Background: an optimization exercise with open tools, aiming at small area and a short achievable clock period. Do not read the settings as production practice. RTL that was checked went through simulation tests only; none was proved equivalent to the original. Power is estimated from default activity; no workload was simulated.

run a:
==> flow/design.v (excerpt) <==
module vector_alu (
	input  logic         clk,
	input  logic         reset,
	input  logic [191:0] pixels,	 
	input  logic [7:0]   scalar,
	input  logic [2:0]   channel,
	input  logic [1:0]   op,
	output logic [191:0] result,
	output logic [7:0]   carry_out
);
Size in the first run: ~200 flip-flops, about 410 I/O pins, ~16000 um2 of cells after synthesis.
clock: 7.0 ns
lec_check: 0
cap_margin: 20
core_margin: 2
core_utilization: 40
setup_slack_margin: 2.5
slew_margin: 20
run.sh (not shown) runs the stock make flow with config.mk's settings and CLKGATE_MAP_FILE= SYNTH_SCRIPT=/design/flow/synth_recipe.tcl, a recipe that flattens the netlist after the stock synthesis.
Changes in run b relative to run a:
- SETUP_SLACK_MARGIN: 2.5 -> unset
==> flow/flow/run.sh (new file) <==
#!/bin/bash
# The standard layout, with two changes: the port buffers are the smallest buffer
# (sky130_fd_sc_hd__buf_1) instead of the flow's default pick, and synthesis leaves the
# arithmetic to ABC instead of mapping it onto full- and half-adder cells.
set -euo pipefail
export BUFFER_PORTS_ARGS="-buffer_cell sky130_fd_sc_hd__buf_1"
export ADDER_MAP_FILE=
bash standard.sh > standard.log 2>&1
==> flow/standard.sh (new file) <==
#!/bin/bash
# synth_recipe.tcl (not shown) runs the flow's synth.tcl, then flattens the netlist and writes it again
# the make line also repeats each setting of config.mk as NAME=value (left out here)
make -C /OpenROAD-flow-scripts/flow DESIGN_CONFIG=/design/flow/config.mk WORK_HOME=/design/flow/orfs CLKGATE_MAP_FILE= SYNTH_SCRIPT=/design/flow/synth_recipe.tcl "${@:-finish}"
removed: flow/run.sh
==> results.txt <==
Site row count, run a and run b: smaller value in run a
Per the comparison of run b with run a, portion of netlist area occupied by mux cells increased by 0.54 points relative to the old numbers; number of non-clock buffers in the layout lower; total global-route track usage +4.0 points; signal arrival time at the worst endpoint went up by 0.20 ns.
Comparing run a and run b, multi-input gate share of total cell area is lower on run a.
Compared with run a, run b shows a width of the chip that is about 4.3% higher.
Fraction of the cycle the final worst path needs in run b is 2.1 points higher than in run a
Row met3 capacity usage during global routing: run b higher / run a lower
Function was not checked in any run of this note: the RTL went through the layout flow alone.

========
Setup of run A:
Another version of the RTL of vector_alu (not shown whole).
For scale: roughly 410 I/O pins, roughly 19000 um2 of cells after synthesis.
// vector_alu
module vector_alu (
	input  logic         clk,
	input  logic         reset,
	input  logic [191:0] pixels,	 
	input  logic [7:0]   scalar,
	input  logic [2:0]   channel,
	input  logic [1:0]   op,
	output logic [191:0] result,
	output logic [7:0]   carry_out
);
clock: 7.0 ns
lec_check: 0
cap_margin: 20
core_margin: 2
core_utilization: 40
setup_slack_margin: 3.5
slew_margin: 20
synth_hierarchical: 1
standard.sh (not shown) runs the stock make flow with config.mk's settings and CLKGATE_MAP_FILE= SYNTH_SCRIPT=/design/flow/synth_recipe.tcl, a recipe that flattens the netlist after the stock synthesis.
==> flow/flow/run.sh <==
#!/bin/bash
# The standard layout, with three changes: the port buffers are the smallest buffer
# (sky130_fd_sc_hd__buf_1) instead of the flow's default pick; synthesis leaves the
# arithmetic to ABC instead of mapping it onto full- and half-adder cells; and clock tree
# synthesis builds larger sink clusters without dummy loads.
set -euo pipefail
export BUFFER_PORTS_ARGS="-buffer_cell sky130_fd_sc_hd__buf_1"
export ADDER_MAP_FILE=
export CTS_ARGS="-sink_clustering_enable -repair_clock_nets -dont_use_dummy_load -sink_clustering_size 30 -sink_clustering_max_diameter 80 -buf_list {sky130_fd_sc_hd__clkbuf_8 sky130_fd_sc_hd__clkbuf_16}"
bash standard.sh > standard.log 2>&1
#### Input delta (run B over run A)
Settings: SETUP_SLACK_MARGIN now 3.4, was 3.5.
[summary]
- | final setup slack of the worst path | run B vs run A | 0.0070 ns lower |
- A start-to-end type of the worst setup path of reg2out is what run A shows, while in2reg belongs to run B.
- Higher worst hold margin among run A and run B: run A
- Looking at worst setup path startpoint, the scalar[1] result is from run B; the c4_q[7] one comes from run A.
- Run B does better than run A on via count.
- Run A → run B: fraction of standard cell area that is sequential moved up, share of total power in combinational logic moved down, critical path depth moved up, non-clock buffer count moved down.
- Power in run B is 1.6% lower than in run A
- From run A to run B, number of cells on the worst hold path did not move at all.
- Run B -> run A: maximum frequency flat
Input changes introduced in run C (baseline for comparison: run B):
Settings: changing SLEW_MARGIN from 20 to 0; changing CAP_MARGIN from 20 to 0; setting CTS_CLUSTER_DIAMETER to 80 for the first time; setting CTS_CLUSTER_SIZE to 30 for the first time; setting CTS_BUF_LIST to sky130_fd_sc_hd__clkbuf_8 sky130_fd_sc_hd__clkbuf_16 for the first time.
==> flow/flow/run.sh <==
#!/bin/bash
# The standard layout, with two changes: the port buffers are the smallest buffer
# (sky130_fd_sc_hd__buf_1) instead of the flow's default pick, and synthesis leaves the
# arithmetic to ABC instead of mapping it onto full- and half-adder cells.
set -euo pipefail
export BUFFER_PORTS_ARGS="-buffer_cell sky130_fd_sc_hd__buf_1"
export ADDER_MAP_FILE=
bash standard.sh > standard.log 2>&1
--- outcome ---
Delta (run C minus run B): multi-input logic area roughly the same; met3 usage comparable; number of buffers outside the clock class in the layout decreased by 11 relative to the old numbers; non-clock buffer share of cell area shrank by 0.39 points; total track usage decreased 0.23 points. Looking at endpoint of the most critical setup path, the result[135] result is from run C; the carry_out[0] one comes from run B. Of run C and run B, run B shows the lower final area, with run C above it. Run C has less setup slack than run B.
What run D does differently from run C at the input level:
Settings: SLEW_MARGIN now 20, was 0; CAP_MARGIN now 20, was 0.
==> comparison <==
Against run C, run D comes in 0.31 points lower on multi-input gate share of total cell area. In the metrics for run C and run D, the one carrying the lower portion of the clock cycle consumed by the worst path in the final layout is run D. The cell area of run D is higher than that of run C. Net count reported at finish: run D vs run C — no meaningful difference. Per the comparison of run D with run C, total power per unit cell area increased about 2%; clock buffer count increased 3.

========
rev 12:
Another version of the RTL of vector_alu (not shown whole).
Size in the first run: about 310 flip-flops, roughly 410 I/O pins, roughly 0.019 mm2 of cells after synthesis.
// vector_alu
module vector_alu (
	input  logic         clk,
	input  logic         reset,
	input  logic [191:0] pixels,	 
	input  logic [7:0]   scalar,
	input  logic [2:0]   channel,
	input  logic [1:0]   op,
	output logic [191:0] result,
	output logic [7:0]   carry_out
);
	logic [7:0]   next_carry;
	logic [63:0]  next_sum;		 
	logic [31:0]  next_crow;	 
	logic [7:0]   next_c4;
	logic [191:0] pixels_q;
	logic [63:0]  sum_q;
	logic [31:0]  crow_q;
	logic [7:0]   c4_q;
	logic [2:0]   keep_q;
	logic [2:0]   put_q;
	logic [2:0] sel;
	logic [2:0] keep;
	logic [2:0] put;
	logic [7:0] mul_m;	 
	logic [7:0] mul_m3;	 
	logic       mul;	 
	logic [7:0] s_neg;
	logic [7:0] s_x3;
	logic [7:0] base0, base1, base2, base3;
	logic [8:0] limit;
	logic       carry_inv;
	logic       active;
	assign sel[2] = (channel == pixel_alu_pkg::chan_red);
	assign sel[1] = (channel == pixel_alu_pkg::chan_green);
	assign sel[0] = (channel == pixel_alu_pkg::chan_blue);
	assign put  = reset ? 3'b000 : sel;
	assign keep = reset ? 3'b000 : ~sel;
	assign active = (sel != 3'b000) && (op != pixel_alu_pkg::op_hold) && !reset;
	always_comb begin
		limit     = 9'd256;
		carry_inv = 1'b0;
		case (op)
  ...
clock: 7.0 ns
lec_check: 0
cap_margin: 20
core_margin: 2
core_utilization: 40
setup_slack_margin: 3.4
slew_margin: 20
synth_hierarchical: 1
==> flow/flow/run.sh <==
#!/bin/bash
# The standard layout, with three changes: the port buffers are the smallest buffer
# (sky130_fd_sc_hd__buf_1) instead of the flow's default pick; synthesis leaves the
# arithmetic to ABC instead of mapping it onto full- and half-adder cells; and clock tree
# synthesis builds larger sink clusters without dummy loads.
set -euo pipefail
export BUFFER_PORTS_ARGS="-buffer_cell sky130_fd_sc_hd__buf_1"
export ADDER_MAP_FILE=
export CTS_ARGS="-sink_clustering_enable -repair_clock_nets -dont_use_dummy_load -sink_clustering_size 30 -sink_clustering_max_diameter 80 -buf_list {sky130_fd_sc_hd__clkbuf_8 sky130_fd_sc_hd__clkbuf_16}"
bash standard.sh > standard.log 2>&1
Rev 12 finished every stage and its layout cleared the timing, design-rule and antenna checks.
diff inputs: rev 12 => rev 13
==> flow/flow/run.sh <==
#!/bin/bash
# The standard layout, with two changes: the port buffers are the smallest buffer
# (sky130_fd_sc_hd__buf_1) instead of the flow's default pick, and synthesis leaves the
# arithmetic to ABC instead of mapping it onto full- and half-adder cells.
set -euo pipefail
export BUFFER_PORTS_ARGS="-buffer_cell sky130_fd_sc_hd__buf_1"
export ADDER_MAP_FILE=
bash standard.sh > standard.log 2>&1
-- flow/config.mk --
<<< rev 12, line 11
>>> rev 13, line 11
export CTS_BUF_LIST = sky130_fd_sc_hd__clkbuf_8 sky130_fd_sc_hd__clkbuf_16
export CTS_CLUSTER_DIAMETER = 80
export CTS_CLUSTER_SIZE = 30
==> results.txt <==
- No run among rev 12 and rev 13 stopped early or left any final violation; all are clean.
- Relative to rev 12, area growth from synthesis to final layout increased by 0.91 points in rev 13.
- From rev 12 to rev 13 the numbers moved as follows: post-synthesis sequential element count about even, core utilization went up by 0.37 points, total routing resource utilization after global routing neither gained nor lost much.
Function was not checked in any run of this note: the RTL went through the layout flow alone.

==> afterwards: timing with drivers on the ports <==
How much do the figures lean on ideal ports? The routed layouts below were timed once more, with nothing changed but the port constraints. Step 1, drivers: a clkbuf_16 drives clk and a buf_2 each remaining input, both assumed. Step 2 times the ports against the registers' clock, not the clock port: input delays grow and output delays shrink by t, the midpoint of the rising clock arrivals with the driver on. Slacks: ideal / step 1 / step 2; pairs: ideal / step 1.
run	shift t [ns]	slack for setup (ns)	worst setup path after step 2
run a of note 1	0.526	1.699 / 1.717 / 1.191	input to register
run b of note 1	0.533	1.552 / 1.592 / 1.059	input to register
run A of note 2	0.576	3.441 / 3.384 / 2.902	input to register
run B of note 2	0.590	3.434 / 3.380 / 2.871	input to register
run C of note 2	0.600	3.378 / 3.323 / 2.820	input to register
run D of note 2	0.612	3.440 / 3.384 / 2.872	input to register
rev 12	0.591	3.340 / 3.277 / 2.686	input to register
rev 13	0.609	3.377 / 3.322 / 2.740	input to register
After both steps every run listed still meets setup and hold. The setup slack of rev 12, which loses most, moves by -0.063 ns with the drivers and by -0.654 ns with both steps.
